Background: an optimization exercise with open tools, aiming at small area. Do not read the settings as production practice. In this exercise RTL edits were held to simulation tests only and were not proved equivalent to the original. Power is estimated from default activity; no workload was simulated.

`design/flow/design.v`:
```
package regfile_pkg;
   localparam int DEFAULT_DATA_WIDTH     = 32;
   localparam int DEFAULT_ADDR_WIDTH     = 5;
   localparam int DEFAULT_NUM_READ_PORTS = 2;
   localparam int ZERO_IDX = 0;
   function automatic int popcount_width(input int addr_width);
      popcount_width = addr_width + 1;
   endfunction
endpackage
module rf_read_mux (
   input  logic [31:1]       sel,
   input  logic              fwd,
   input  logic [31:0]       wdata,
   input  logic [31:1][31:0] mem,
   output logic [31:0]       data
);
   for (genvar b = 0; b < 32; b++) begin : g_bit
      logic [31:0] s, d;
      logic [9:0]  n;
      assign s = {sel, fwd};
      for (genvar r = 0; r < 32; r++) begin : g_in
         assign d[r] = (r == 0) ? wdata[b] : mem[r][b];
      end
      for (genvar g = 0; g < 10; g++) begin : g_aoi
         rf_aoi222 u_aoi (
            .a1(s[3*g]),   .a2(d[3*g]),
            .b1(s[3*g+1]), .b2(d[3*g+1]),
            .c1(s[3*g+2]), .c2(d[3*g+2]),
            .y (n[g])
         );
      end
      rf_or_tail u_tail (.n(n), .s(s[31:30]), .d(d[31:30]), .y(data[b]));
   end
endmodule
module rf_aoi222 (
   input  logic a1, a2, b1, b2, c1, c2,
   output logic y
);
   assign y = !((a1 && a2) || (b1 && b2) || (c1 && c2));
endmodule
module rf_or_tail (
   input  logic [9:0] n,
   input  logic [1:0] s,
   input  logic [1:0] d,
   output logic       y
);
   logic m0, m1, p1, p2, p3;
   rf_nand2 u_m0 (.a(s[0]), .b(d[0]), .y(m0));
   rf_nand2 u_m1 (.a(s[1]), .b(d[1]), .y(m1));
   rf_nand4 u_p1 (.a(n[0]), .b(n[1]), .c(n[2]), .d(n[3]), .y(p1));
   rf_nand4 u_p2 (.a(n[4]), .b(n[5]), .c(n[6]), .d(n[7]), .y(p2));
   rf_nand4 u_p3 (.a(n[8]), .b(n[9]), .c(m0), .d(m1), .y(p3));
   rf_or3   u_y  (.a(p1), .b(p2), .c(p3), .y(y));
endmodule
module rf_nand2 (
   input  logic a, b,
   output logic y
);
   assign y = !(a && b);
endmodule
module rf_nand4 (
   input  logic a, b, c, d,
   output logic y
);
   assign y = !(a && b && c && d);
endmodule
module rf_or3 (
   input  logic a, b, c,
   output logic y
);
   assign y = a || b || c;
endmodule
module rf_hold (
   input  logic q,
   input  logic hold,
   input  logic load,
   input  logic d,
   output logic y
);
   assign y = (q && hold) || (load && d);
endmodule
module rf_dec (
   input  logic [4:0]  idx,
   input  logic        en,
   output logic [31:1] dec
);
   logic [3:0] lo_n;
   logic [7:0] hi_n;
   for (genvar k = 0; k < 4; k++) begin : g_lo
      assign lo_n[k] = !(idx[1:0] == 2'(k));
   end
   for (genvar j = 0; j < 8; j++) begin : g_hi
      assign hi_n[j] = !(en && idx[4:2] == 3'(j));
   end
   for (genvar r = 1; r < 32; r++) begin : g_out
      assign dec[r] = !(lo_n[r % 4] || hi_n[r / 4]);
   end
endmodule
module rf_andor31 (
   input  logic [30:0] s,
   input  logic [30:0] d,
   output logic        y
);
   logic [9:0] n;
   logic       m, p1, p2, p3;
   for (genvar g = 0; g < 10; g++) begin : g_aoi
      rf_aoi222 u_aoi (
         .a1(s[3*g]),   .a2(d[3*g]),
         .b1(s[3*g+1]), .b2(d[3*g+1]),
         .c1(s[3*g+2]), .c2(d[3*g+2]),
         .y (n[g])
      );
   end
   rf_nand2 u_m  (.a(s[30]), .b(d[30]), .y(m));
   rf_nand4 u_p1 (.a(n[0]), .b(n[1]), .c(n[2]), .d(n[3]), .y(p1));
   rf_nand4 u_p2 (.a(n[4]), .b(n[5]), .c(n[6]), .d(n[7]), .y(p2));
   rf_nand3 u_p3 (.a(n[8]), .b(n[9]), .c(m), .y(p3));
   rf_or3   u_y  (.a(p1), .b(p2), .c(p3), .y(y));
endmodule
module rf_nand3 (
   input  logic a, b, c,
   output logic y
);
   assign y = !(a && b && c);
endmodule
module register_file_scoreboard (
   input  logic         Clk,
   input  logic         Reset,
   input  logic [9:0]   Read_Register,
   output logic [63:0]  Read_Data,
   output logic [1:0]   Read_Busy,
   input  logic [4:0]   Write_Register,
   input  logic [31:0]  Write_Data,
   input  logic         Sig_Reg_Write,
   input  logic [4:0]   Issue_Register,
   input  logic         Sig_Issue,
   output logic         Issue_Ready,
   input  logic         Flush,
   output logic [5:0]   Busy_Count
);
   logic [31:1][31:0] mem_q;
   logic [31:1]       valid_q;
   logic [31:1]       busy_q;
   logic [5:0]        count_q;
   logic              writable;
   logic [31:1]       wsel;      
   logic [31:1]       isel;      
   logic              accept;
   logic              dec;
   assign writable = Sig_Reg_Write && (Write_Register != 5'd0);
   rf_dec u_wdec (.idx(Write_Register), .en(Sig_Reg_Write), .dec(wsel));
   rf_dec u_idec (.idx(Issue_Register), .en(1'b1), .dec(isel));
   for (genvar r = 1; r < 32; r++) begin : g_reg
      logic [31:0] mem_d;
      logic        hold;
      assign hold = !wsel[r];
      for (genvar b = 0; b < 32; b++) begin : g_bit
         rf_hold u_hold (.q(mem_q[r][b]), .hold(hold), .load(wsel[r]), .d(Write_Data[b]),
                         .y(mem_d[b]));
      end
      always_ff @(posedge Clk) begin
         mem_q[r] <= mem_d;
      end
      always_ff @(posedge Clk or posedge Reset) begin
         if (Reset)
            valid_q[r] <= 1'b0;
         else if (wsel[r])
            valid_q[r] <= 1'b1;
      end
   end
   logic issue_busy;
   rf_andor31 u_ibusy (.s(isel), .d(busy_q), .y(issue_busy));
   rf_andor31 u_wbusy (.s(wsel), .d(busy_q), .y(dec));
   assign Issue_Ready = !issue_busy;
   assign accept      = Sig_Issue && Issue_Ready && !Flush && (Issue_Register != 5'd0);
   for (genvar r = 1; r < 32; r++) begin : g_busy
      always_ff @(posedge Clk or posedge Reset) begin
         if (Reset)
            busy_q[r] <= 1'b0;
         else
            busy_q[r] <= !Flush && ((accept && isel[r]) || (busy_q[r] && !wsel[r]));
      end
   end
   always_ff @(posedge Clk or posedge Reset) begin
      if (Reset)
         count_q <= '0;
      else if (Flush)
         count_q <= '0;
      else if (accept && !dec)
         count_q <= count_q + 6'd1;
      else if (dec && !accept)
         count_q <= count_q - 6'd1;
   end
   assign Busy_Count = count_q;
   for (genvar p = 0; p < 2; p++) begin : g_read
      logic [4:0]  idx;
      logic        fwd_hit;
      logic [31:1] rsel;
      logic [31:1] sel;
      assign idx     = Read_Register[p*5 +: 5];
      assign fwd_hit = writable && (Write_Register == idx);
      rf_dec u_rdec (.idx(idx), .en(!fwd_hit), .dec(rsel));
      assign sel = rsel & valid_q;
      rf_read_mux u_mux (
         .sel   (sel),
         .fwd   (fwd_hit),
         .wdata (Write_Data),
         .mem   (mem_q),
         .data  (Read_Data[p*32 +: 32])
      );
      rf_andor31 u_rbusy (.s(rsel), .d(busy_q), .y(Read_Busy[p]));
   end
endmodule
```
`design/flow/constraint.sdc`:
```
create_clock -name core_clock -period 8.0 [get_ports {Clk}]
set_input_delay 1.6000 -clock core_clock [delete_from_list [all_inputs] [get_ports {Clk}]]
set_output_delay 1.6000 -clock core_clock [all_outputs]
set_load 0.01 [all_outputs]
```
`design/flow/flow/run.sh`:
```
#!/bin/bash
# The standard layout (standard.sh), with placement/CTS options changed:
# port buffers use the smallest buffer, and the clock tree uses clkbuf_8
# clusters without dummy loads. Synthesis, floorplan, power grid and routing
# are the standard flow's. Each tool's output is in orfs/logs; make's in flow.log.
set -euo pipefail
export BUFFER_PORTS_ARGS="-buffer_cell sky130_fd_sc_hd__buf_1"
export CTS_ARGS="-sink_clustering_enable -repair_clock_nets -dont_use_dummy_load -buf_list sky130_fd_sc_hd__clkbuf_8 -sink_clustering_size 16 -sink_clustering_max_diameter 50"
bash standard.sh finish > flow.log 2>&1
```
`design/flow/config.mk`:
```
export PLATFORM = sky130hd
export DESIGN_NAME = register_file_scoreboard
export DESIGN_NICKNAME = register_file_scoreboard
export VERILOG_FILES = /design/flow/design.v
export SDC_FILE = /design/flow/constraint.sdc
export NUM_CORES = 4
export LEC_CHECK = 0
export CAP_MARGIN = 10
export CORE_AREA = 5 5 315 315
export DIE_AREA = 0 0 320 320
export SLEW_MARGIN = 10
export SYNTH_HIERARCHICAL = 1
```
`design/flow/standard.sh`:
```
#!/bin/bash
# synth_recipe.tcl (not shown) runs the flow's synth.tcl, then flattens the netlist and writes it again
# the make line also repeats each setting of config.mk as NAME=value (left out here)
make -C /OpenROAD-flow-scripts/flow DESIGN_CONFIG=/design/flow/config.mk WORK_HOME=/design/flow/orfs CLKGATE_MAP_FILE= SYNTH_SCRIPT=/design/flow/synth_recipe.tcl "${@:-finish}"
```
==> results of run 1 <==
==> cells by family (layout without fill, tap and decap cells) <==
group           Yosys count  after routing  synth area share
compound gates         1718           1718             0.380
mux                       2              2          0.000480
other cells               1             14         0.0000898
buf+inv                  59            441           0.00531
xor+xnor                 13             13           0.00291
simple gates            721            721            0.0932
fa+ha+maj                 5              5           0.00168
flops                  1060           1060             0.517
==> modules after synthesis (local to each module, per instance), excerpt <==
| module | flops+latches | area [um^2] | cells |
|---|---|---|---|
| register_file_scoreboard | 1060 | 23100 | 1319 |
| rf_aoi222 | 0 | 10.0 | 1 |
| rf_dec | 0 | 230 | 46 |
| rf_hold | 0 | 8.76 | 1 |
| rf_nand2 | 0 | 3.75 | 1 |
| rf_nand3 | 0 | 5.00 | 1 |
| rf_nand4 | 0 | 6.26 | 1 |
| rf_or3 | 0 | 6.26 | 1 |
==> report_power, final <==
group | switching (mW) | internal (mW) | total, mW
combinational | 0.761 | 1.01 | 1.77
clock | 1.86 | 1.25 | 3.11
sequential | 0.855 | 6.31 | 7.16
==> worst reg2reg max path, stage by stage, from the launching register on <==
cell                       delay, ns
sky130_fd_sc_hd__dfrtp_1        0.44
sky130_fd_sc_hd__a222oi_1       0.50
sky130_fd_sc_hd__nand4_1        0.28
sky130_fd_sc_hd__or3_1          0.45
sky130_fd_sc_hd__nor2_1         0.24
sky130_fd_sc_hd__o211a_1        0.20
sky130_fd_sc_hd__buf_4          0.36
sky130_fd_sc_hd__nand2b_1       0.25
sky130_fd_sc_hd__ha_1           0.34
sky130_fd_sc_hd__a211o_1        0.31
sky130_fd_sc_hd__a211oi_1       0.30
sky130_fd_sc_hd__o211a_1        0.19
sky130_fd_sc_hd__o21ai_0        0.07
sky130_fd_sc_hd__nor3b_1        0.15
==> routing by layer <==
layer	up-vias	part of all wire	wire, um
met2	3894	0.40	82800
li1	16900	-	-
met5	-	0.000068	14
met3	831	0.15	29900
met4	2	0.087	17800
met1	20800	0.37	75400
==> worst min path at each step <==
| stage | end | slack, ns | depth (start not counted) |
|---|---|---|---|
| CTS | valid_q[12] | 0.48 | 1 |
| detailed placement | valid_q[29] | 0.46 | 1 |
| floorplan | valid_q[10] | 0.45 | 1 |
| finish | valid_q[12] | 0.47 | 1 |
| global route | valid_q[12] | 0.49 | 1 |
| global placement | valid_q[20] | 0.46 | 1 |
==> cells in the mapped netlist, drive strengths merged, types with 3 or more instances <==
| master | count |
|---|---|
| a211oi | 3 |
| a222oi | 680 |
| a22o | 992 |
| a22oi | 31 |
| and2 | 63 |
| clkbuf | 19 |
| dfrtp | 68 |
| dfxtp | 992 |
| ha | 4 |
| inv | 40 |
| nand2 | 138 |
| nand2b | 9 |
| nand3 | 6 |
| nand4 | 204 |
| nand4b | 12 |
| nand4bb | 12 |
| nor2 | 161 |
| or2 | 35 |
| or3 | 70 |
| or4b | 4 |
| xnor2 | 13 |
==> area by class of cell <==
type | count | area (um^2)
repair buffers | 288 | 1690
clock buffers | 113 | 1560
fillers | 8659 | 48300
diodes | 6 | 15.0
inverters | 40 | 150
flip-flops and latches | 1060 | 21600
well taps | 1265 | 1580
multi-input cells | 2467 | 20300
==> metrics by stage <==
step                      instances  setup slack [ns]  hold WS [ns]
after floorplan                3586              2.20         0.445
after global placement         5120              1.17         0.458
after detailed placement       5120              1.12         0.462
after CTS                      5233              1.12         0.477
after global routing           5235             0.864         0.489
final                          5239             0.908         0.474
==> sequential cells by signal (all words and copies together), names as in the netlist <==
signal,count
count_q,6
mem_q,992
busy_q,31
valid_q,31
==> results.py, run 1 <==
metrics = {
    "clocking": {
        "postCtsResizedCells": 0,
        "clockBufferDepth": 3,
        "cts-buffers-inserted": 113,
        "clock_latency_on_the_worst_skew_pair_ns": 0.79,
        "cts_tree": "done",
        "htree_levels": 3,
        "clock-sinks": 1060,
        "clk_pin_slew_ns": 0.06,
        "cts_root_buf": "sky130_fd_sc_hd__clkbuf_8",
        "post_cts_buffers": 0,
        "cts_hold_repair.buffers": 0,
    },
    "global_route": {
        "grt_util_met3": 0.131,
        "gr-total-overflow": 0,
        "maximum_number_of_pins_on_one_net_before_global_route_repair": 69,
        "grt.total_usage": 0.377,
        "number_of_global_route_vias_before_repair": 39900,
        "antenna_found_initial": 7,
        "groute.layer.met1.usage": 0.481,
        "global_route.peak_usage_layer": "met2",
        "global_route.usage.met2": 0.531,
        "grt_pass1_wl_um": 289000,
    },
    "worst_hold_path": {
        "hold_class": "reg -> reg",
        "hold_path_startpoint": "valid_q[12]",
    },
    "detailed_routing": {
        "dr.pass1.iters": 12,
        "vias_per_cell": 8.10,
        "routed_wire_length_per_instance_um": 39.3,
        "detail-route-antenna-nets": 0,
        "drt_iter0_markers": 9405,
        "route.vias.total": 42400,
        "routed_wirelength_um": 206000,
        "drc": 0,
    },
    "synth": {
        "proportion_of_netlist_area_held_by_the_largest_area_contributor": 0.476,
        "synth-edff-count": 0,
        "synthTopCellsByArea": "sky130_fd_sc_hd__dfxtp_1, sky130_fd_sc_hd__a22o_1, sky130_fd_sc_hd__a222oi_1, sky130_fd_sc_hd__dfrtp_1, sky130_fd_sc_hd__nand4_1",
        "post_synthesis_area_per_instance_um2": 11.7,
        "post_synthesis_instance_total": 3579,
        "synth_area_um2": 41700,
        "synth-seq-area-share": 0.517,
        "count_of_synthesis_stage_warnings_from_yosys": 7,
        "synth.ff_latch_count": 1060,
        "asr_flop_ratio_synth": 0.0642,
        "synthDominantAreaCellType": "sky130_fd_sc_hd__dfxtp_1",
        "synth_cell_type_count": 40,
        "primary_flip_flop_cell_chosen_by_synthesis_mapping": "sky130_fd_sc_hd__dfxtp_1",
    },
    "sta": {
        "tns_ns": 0,
        "timing_max_transition_violations_final": 0,
        "unrepaired_setup_endpoints_after_global_routing": "no",
        "fin_crit_sh": 0.887,
        "timing.fmax_ghz": 0.141,
        "finalSetupViolCount": 0,
        "fin_skew_ns": 0.0881,
        "max-slew-margin-rel": 0.123,
        "layout_min_cycle_time_ns": 7.09,
        "hold_violations_final": 0,
        "tightestPinTransition_ns": 1.31,
    },
    "cells_and_area": {
        "postLayoutCellArea_um2": 46800,
        "share_of_cells_above_drive_strength_1": 0.108,
        "layout_area_growth_over_synthesis_pct": 12.2,
        "final_core_util": 0.492,
        "mostFrequentLayoutCells": "sky130_fd_sc_hd__a22o_1, sky130_fd_sc_hd__dfxtp_1, sky130_fd_sc_hd__a222oi_1",
        "num-nets-final": 4032,
    },
    "critical_path": {
        "timing.critical_path.buf_inv": 3,
        "timing.critical_path.required_ns": 6.40,
        "worst_reg2reg_path_startpoint": "busy_q[1]",
        "cp.arrival_ns": 5.49,
        "timing.critical_path.from": "Write_Register[2]",
        "start_kind": "input pin",
        "crit_type": "in -> out",
        "regToRegEndpoint": "count_q[5]",
        "critical_path.cell_chain": "buf_1, or4_1, o21ai_0, or3_1, nand4b_1, nor2_1, and2_2, buf_4, a222oi_1, nand4_1, or3_1, buf_1",
        "path_depth": 12,
        "worstSetupEndpoint": "Read_Data[46]",
        "cell_type_group_with_the_largest_total_delay_on_the_critical_path": "simple AND/OR/NAND/NOR gates",
        "endpoint_kind": "primary output",
        "max_stage_delay_ns": 0.75,
        "worst_r2r_path_depth": 13,
        "cpMaxStageDelayCell": "sky130_fd_sc_hd__and2_2",
        "regToRegSetupSlack_ns": 3.78,
        "cp_max_fo": 15,
    },
    "run_status": {
        "result_of_the_run": "no timing/DRC/antenna violations",
    },
    "power": {
        "p_leak_nw": 17.4,
        "power_per_cell_area_nw_per_um2": 257,
        "post-layout-total-power_mw": 12.0,
        "max-vdd-ir-drop_mv": 0.127,
    },
    "floorplan": {
        "fp.dieW_um": 320,
        "placementRows": 113,
        "io-pin-count": 130,
        "fp.dieArea_um2": 102000,
        "core_area_um2": 95200,
        "start_util": 0.439,
        "die_height_um": 320,
    },
    "job": {
        "timing.max_cap.violations": 0,
    },
    "place": {
        "dpl_cell_area_um2": 45300,
        "buffer_ports.inserted": 129,
        "place_hpwl_um": 124000,
        "routabilityCongestion": 0.969,
    },
}
==> run 2: changes to the inputs <==
--- a/design/flow/design.v
+++ b/design/flow/design.v
@@ -98,2 +98,18 @@
 endmodule
+module rf_dec_all (
+   input  logic [4:0]  idx,
+   output logic [31:1] dec
+);
+   logic [3:0] lo_n;
+   logic [7:0] hi_n;
+   for (genvar k = 0; k < 4; k++) begin : g_lo
+      assign lo_n[k] = !(idx[1:0] == 2'(k));
+   end
+   for (genvar j = 0; j < 8; j++) begin : g_hi
+      assign hi_n[j] = !(idx[4:2] == 3'(j));
+   end
+   for (genvar r = 1; r < 32; r++) begin : g_out
+      assign dec[r] = !(lo_n[r % 4] || hi_n[r / 4]);
+   end
+endmodule
 module rf_andor31 (
@@ -151,3 +167,3 @@
    rf_dec u_wdec (.idx(Write_Register), .en(Sig_Reg_Write), .dec(wsel));
-   rf_dec u_idec (.idx(Issue_Register), .en(1'b1), .dec(isel));
+   rf_dec_all u_idec (.idx(Issue_Register), .dec(isel));
    for (genvar r = 1; r < 32; r++) begin : g_reg
--- a/design/flow/flow/run.sh
+++ b/design/flow/flow/run.sh
@@ -7,3 +7,3 @@
 export BUFFER_PORTS_ARGS="-buffer_cell sky130_fd_sc_hd__buf_1"
-export CTS_ARGS="-sink_clustering_enable -repair_clock_nets -dont_use_dummy_load -buf_list sky130_fd_sc_hd__clkbuf_8 -sink_clustering_size 16 -sink_clustering_max_diameter 50"
+export CTS_ARGS="-sink_clustering_enable -repair_clock_nets -dont_use_dummy_load -buf_list sky130_fd_sc_hd__clkbuf_8 -sink_clustering_size 16 -sink_clustering_max_diameter 80"
 bash standard.sh finish > flow.log 2>&1
--- a/design/flow/config.mk
+++ b/design/flow/config.mk
@@ -7,6 +7,7 @@
 export LEC_CHECK = 0
-export CAP_MARGIN = 10
+export CAP_MARGIN = 20
 export CORE_AREA = 5 5 315 315
 export DIE_AREA = 0 0 320 320
-export SLEW_MARGIN = 10
+export PLACE_DENSITY = 0.5
+export SLEW_MARGIN = 20
 export SYNTH_HIERARCHICAL = 1
==> run 2 against run 1 <==
Effect of this change:
- still clean
- core utilization is 0.52 points lower
- worst hold slack better by 0.0080 ns
- clock skew is 0.047 ns lower
- area after synthesis hardly changed
- sequential share of layout area is 0.49 points higher
- critical path type unchanged
- critical endpoint is now Read_Data[51]
- highest routed layer unchanged
==> results.py, run 2 <==
metrics = {
    "run_status": {
        "result_of_the_run": "no timing/DRC/antenna violations",
    },
    "sta": {
        "timing_max_transition_violations_final": 0,
        "fin_crit_sh": 0.911,
        "layout_min_cycle_time_ns": 7.29,
        "tightestPinTransition_ns": 1.32,
        "unrepaired_setup_endpoints_after_global_routing": "no",
        "hold_violations_final": 0,
        "tns_ns": 0,
        "fin_skew_ns": 0.0412,
        "finalSetupViolCount": 0,
        "timing.fmax_ghz": 0.137,
        "max-slew-margin-rel": 0.117,
    },
    "detailed_routing": {
        "drc": 0,
        "dr.pass1.iters": 23,
        "route.vias.total": 43100,
        "vias_per_cell": 8.29,
        "routed_wirelength_um": 221000,
        "routed_wire_length_per_instance_um": 42.5,
        "drt_iter0_markers": 10000,
        "detail-route-antenna-nets": 0,
    },
    "synth": {
        "proportion_of_netlist_area_held_by_the_largest_area_contributor": 0.476,
        "synth_cell_type_count": 41,
        "primary_flip_flop_cell_chosen_by_synthesis_mapping": "sky130_fd_sc_hd__dfxtp_1",
        "post_synth_xor_area_fraction": 0.00291,
        "synth-edff-count": 0,
        "post_synth_fa_ha_maj_area_fraction": 0.00168,
        "synth_top_family_by_area": "compound AO/OA/AOI/OAI gates",
        "count_of_synthesis_stage_warnings_from_yosys": 7,
        "netlist_top_cells_count": "sky130_fd_sc_hd__a22o_1, sky130_fd_sc_hd__dfxtp_1, sky130_fd_sc_hd__a222oi_1",
        "synth_simple_gate_area_frac": 0.0930,
        "synth-compound-area-share": 0.380,
        "post_synthesis_area_per_instance_um2": 11.7,
        "synthTopCellsByArea": "sky130_fd_sc_hd__dfxtp_1, sky130_fd_sc_hd__a22o_1, sky130_fd_sc_hd__a222oi_1, sky130_fd_sc_hd__dfrtp_1, sky130_fd_sc_hd__nand4_1",
        "asr_flop_ratio_synth": 0.0642,
        "synthDominantAreaCellType": "sky130_fd_sc_hd__dfxtp_1",
        "post_synth_mux_area_share": 0.000480,
        "synth_area_um2": 41700,
        "post_synthesis_instance_total": 3578,
        "synth-seq-area-share": 0.517,
        "synth.ff_latch_count": 1060,
    },
    "clocking": {
        "cts-buffers-inserted": 77,
        "clock_latency_on_the_worst_skew_pair_ns": 0.76,
        "post_cts_buffers": 0,
        "clockBufferDepth": 3,
        "cts_root_buf": "sky130_fd_sc_hd__clkbuf_8",
        "postCtsResizedCells": 0,
        "cts_tree": "done",
        "clock-sinks": 1060,
        "cts_hold_repair.buffers": 0,
        "clk_pin_slew_ns": 0.09,
        "htree_levels": 3,
    },
    "critical_path": {
        "timing.critical_path.buf_inv": 3,
        "timing.critical_path.required_ns": 6.40,
        "regToRegSetupSlack_ns": 3.70,
        "worst_reg2reg_path_startpoint": "busy_q[10]",
        "max_stage_delay_ns": 0.57,
        "start_kind": "input pin",
        "cpMaxStageDelayCell": "sky130_fd_sc_hd__a222oi_1",
        "cp_max_fo": 18,
        "crit_type": "in -> out",
        "critical_path.cell_chain": "buf_1, or4_1, o21ai_0, or3_1, nand4bb_1, nor2_1, and2_1, buf_4, a222oi_1, nand4_1, or3_1, buf_1",
        "cp.arrival_ns": 5.69,
        "timing.critical_path.from": "Write_Register[2]",
        "cell_type_group_with_the_largest_total_delay_on_the_critical_path": "simple AND/OR/NAND/NOR gates",
        "endpoint_kind": "primary output",
    },
    "floorplan": {
        "fp.dieW_um": 320,
        "die_height_um": 320,
        "start_util": 0.438,
        "core_area_um2": 95200,
        "placementRows": 113,
        "fp.dieArea_um2": 102000,
        "io-pin-count": 130,
    },
    "global_route": {
        "grt_pass1_wl_um": 306000,
        "antenna_found_initial": 12,
        "number_of_global_route_vias_before_repair": 41600,
        "gr-total-overflow": 0,
        "grt.total_usage": 0.404,
        "maximum_number_of_pins_on_one_net_before_global_route_repair": 69,
    },
    "power": {
        "max-vdd-ir-drop_mv": 0.141,
        "p_leak_nw": 17.1,
        "power_per_cell_area_nw_per_um2": 250,
    },
    "place": {
        "place_hpwl_um": 132000,
        "dpl.cell_count": 5113,
        "dpl_cell_area_um2": 45300,
        "buffer_ports.inserted": 129,
        "routabilityCongestion": 0.929,
    },
    "cells_and_area": {
        "non_filler_instance_count_after_layout": 5203,
        "top_regs": "mem_q: 992 flops, busy_q: 31 flops, valid_q: 31 flops",
        "postLayoutCellArea_um2": 46400,
        "share_of_cells_above_drive_strength_1": 0.0989,
        "layout_area_growth_over_synthesis_pct": 11.1,
        "registers.top_by_ff_count": "mem_q",
        "num-nets-final": 3989,
        "largest_reg_flops": 992,
        "final_core_util": 0.487,
        "mostFrequentLayoutCells": "sky130_fd_sc_hd__a22o_1, sky130_fd_sc_hd__dfxtp_1, sky130_fd_sc_hd__a222oi_1",
    },
    "worst_hold_path": {
        "hold_path_startpoint": "valid_q[9]",
        "hold_class": "reg -> reg",
    },
    "job": {
        "timing.max_cap.violations": 0,
    },
}
[run 2: logic make-up (layout without fill, tap and decap cells)]
kind of cell,Yosys count,after routing
DFF,1060,1060
muxes,2,2
AOI/OAI and AO/OA,1718,1718
buffers and inverters,59,406
xor gates and xnor gates,13,13
and+or+nand+nor,721,721
adders and majority gates,5,5
other,0,13
[run 2: metal layers]
layer / routed length, um / track usage
met1: 82100 / 0.528
met2: 90100 / 0.580
met3: 32700 / 0.141
met4: 16000 / 0.234
met5: 80 / 0.00602
[run 2: cell type report]
| cell class | count | area [um^2] |
|---|---|---|
| diodes | 13 | 32.5 |
| clock buffers | 77 | 1060 |
| multi-input cells | 2459 | 20200 |
| inverters | 40 | 150 |
| fillers | 8597 | 48800 |
| flip-flops and latches | 1060 | 21600 |
| repair buffers | 289 | 1750 |
| well taps | 1265 | 1580 |
[run 2: worst reg2reg max path, cell delays in order, from the launching register on]
cell and delay (ns):
sky130_fd_sc_hd__dfrtp_1 0.46, sky130_fd_sc_hd__a222oi_1 0.55, sky130_fd_sc_hd__nand4_1 0.19, sky130_fd_sc_hd__or3_1 0.42, sky130_fd_sc_hd__nor2_1 0.26, sky130_fd_sc_hd__o211a_1 0.20
sky130_fd_sc_hd__buf_4 0.36, sky130_fd_sc_hd__nand2b_1 0.25, sky130_fd_sc_hd__ha_1 0.35, sky130_fd_sc_hd__a211o_1 0.32, sky130_fd_sc_hd__a211oi_1 0.34, sky130_fd_sc_hd__o211a_1 0.21
sky130_fd_sc_hd__o21ai_0 0.07, sky130_fd_sc_hd__nor3b_1 0.15
[run 2: report_power, final]
part	switching, mW	internal (mW)	total, mW	leakage (nW)
Clock	1.79	0.868	2.65	0.554
Sequential	0.843	6.30	7.15	9.12
Combinational	0.803	1.01	1.81	7.46
[run 2: final timing paths]
kind / to / cells past startpoint
max: Read_Data[51] / 12
min: valid_q[9] / 1
max reg2reg: count_q[5] / 13
min reg2reg: valid_q[9] / 1
max in group asynchronous: busy_q[15] / 3
min in group asynchronous: busy_q[1] / 3
[run 2: stage by stage]
step | worst slack [ns] | power, mW | hold WS (ns)
global placement | 0.987 | 8.85 | 0.457
detailed placement | 0.904 | 8.98 | 0.463
floorplan | 2.20 | 8.21 | 0.445
CTS | 0.861 | 11.5 | 0.484
finish | 0.713 | 11.6 | 0.482
global route | 0.618 | 12.0 | 0.493
[run 2: Yosys stat by module, one instance, submodules excluded, a selection]
module / flip-flops and latches / cells inside / area (um^2)
rf_dec: 0 / 46 / 230
rf_nand3: 0 / 1 / 5.00
rf_dec_all: 0 / 46 / 218
rf_aoi222: 0 / 1 / 10.0
rf_nand4: 0 / 1 / 6.26
rf_hold: 0 / 1 / 8.76
rf_nand2: 0 / 1 / 3.75
rf_or3: 0 / 1 / 6.26
register_file_scoreboard: 1060 / 1318 / 23100

==> port drivers added, routing unchanged <==
In the flow no input, the clock included, has a driving cell. The finished layouts below were timed again as built, in two steps. Step 1 (the two cells are an assumption about what drives the block):
set clk [get_ports {Clk}]
set_driving_cell -lib_cell sky130_fd_sc_hd__clkbuf_16 $clk
set_driving_cell -lib_cell sky130_fd_sc_hd__buf_2 [delete_from_list [all_inputs] $clk]
Step 2 moves the port delays by t, midway between the first and last clock arrival at a register: inputs arrive t later, outputs are due t later. That takes back most of the time a late clock gives input paths. a / b / c = ideal ports / drivers / drivers and shift; a / b = the first two.
run	shift t [ns]	slack for setup (ns)	slew at the worst register clock pin (ns)
run 1	0.837	0.908 / 0.886 / 0.886	0.11 / 0.11
run 2	0.819	0.713 / 0.644 / 0.644	0.11 / 0.11
After both steps setup and hold are still met in every run listed. The setup slack of run 2, which loses most, moves by -0.069 ns with the drivers and by -0.069 ns with both steps.
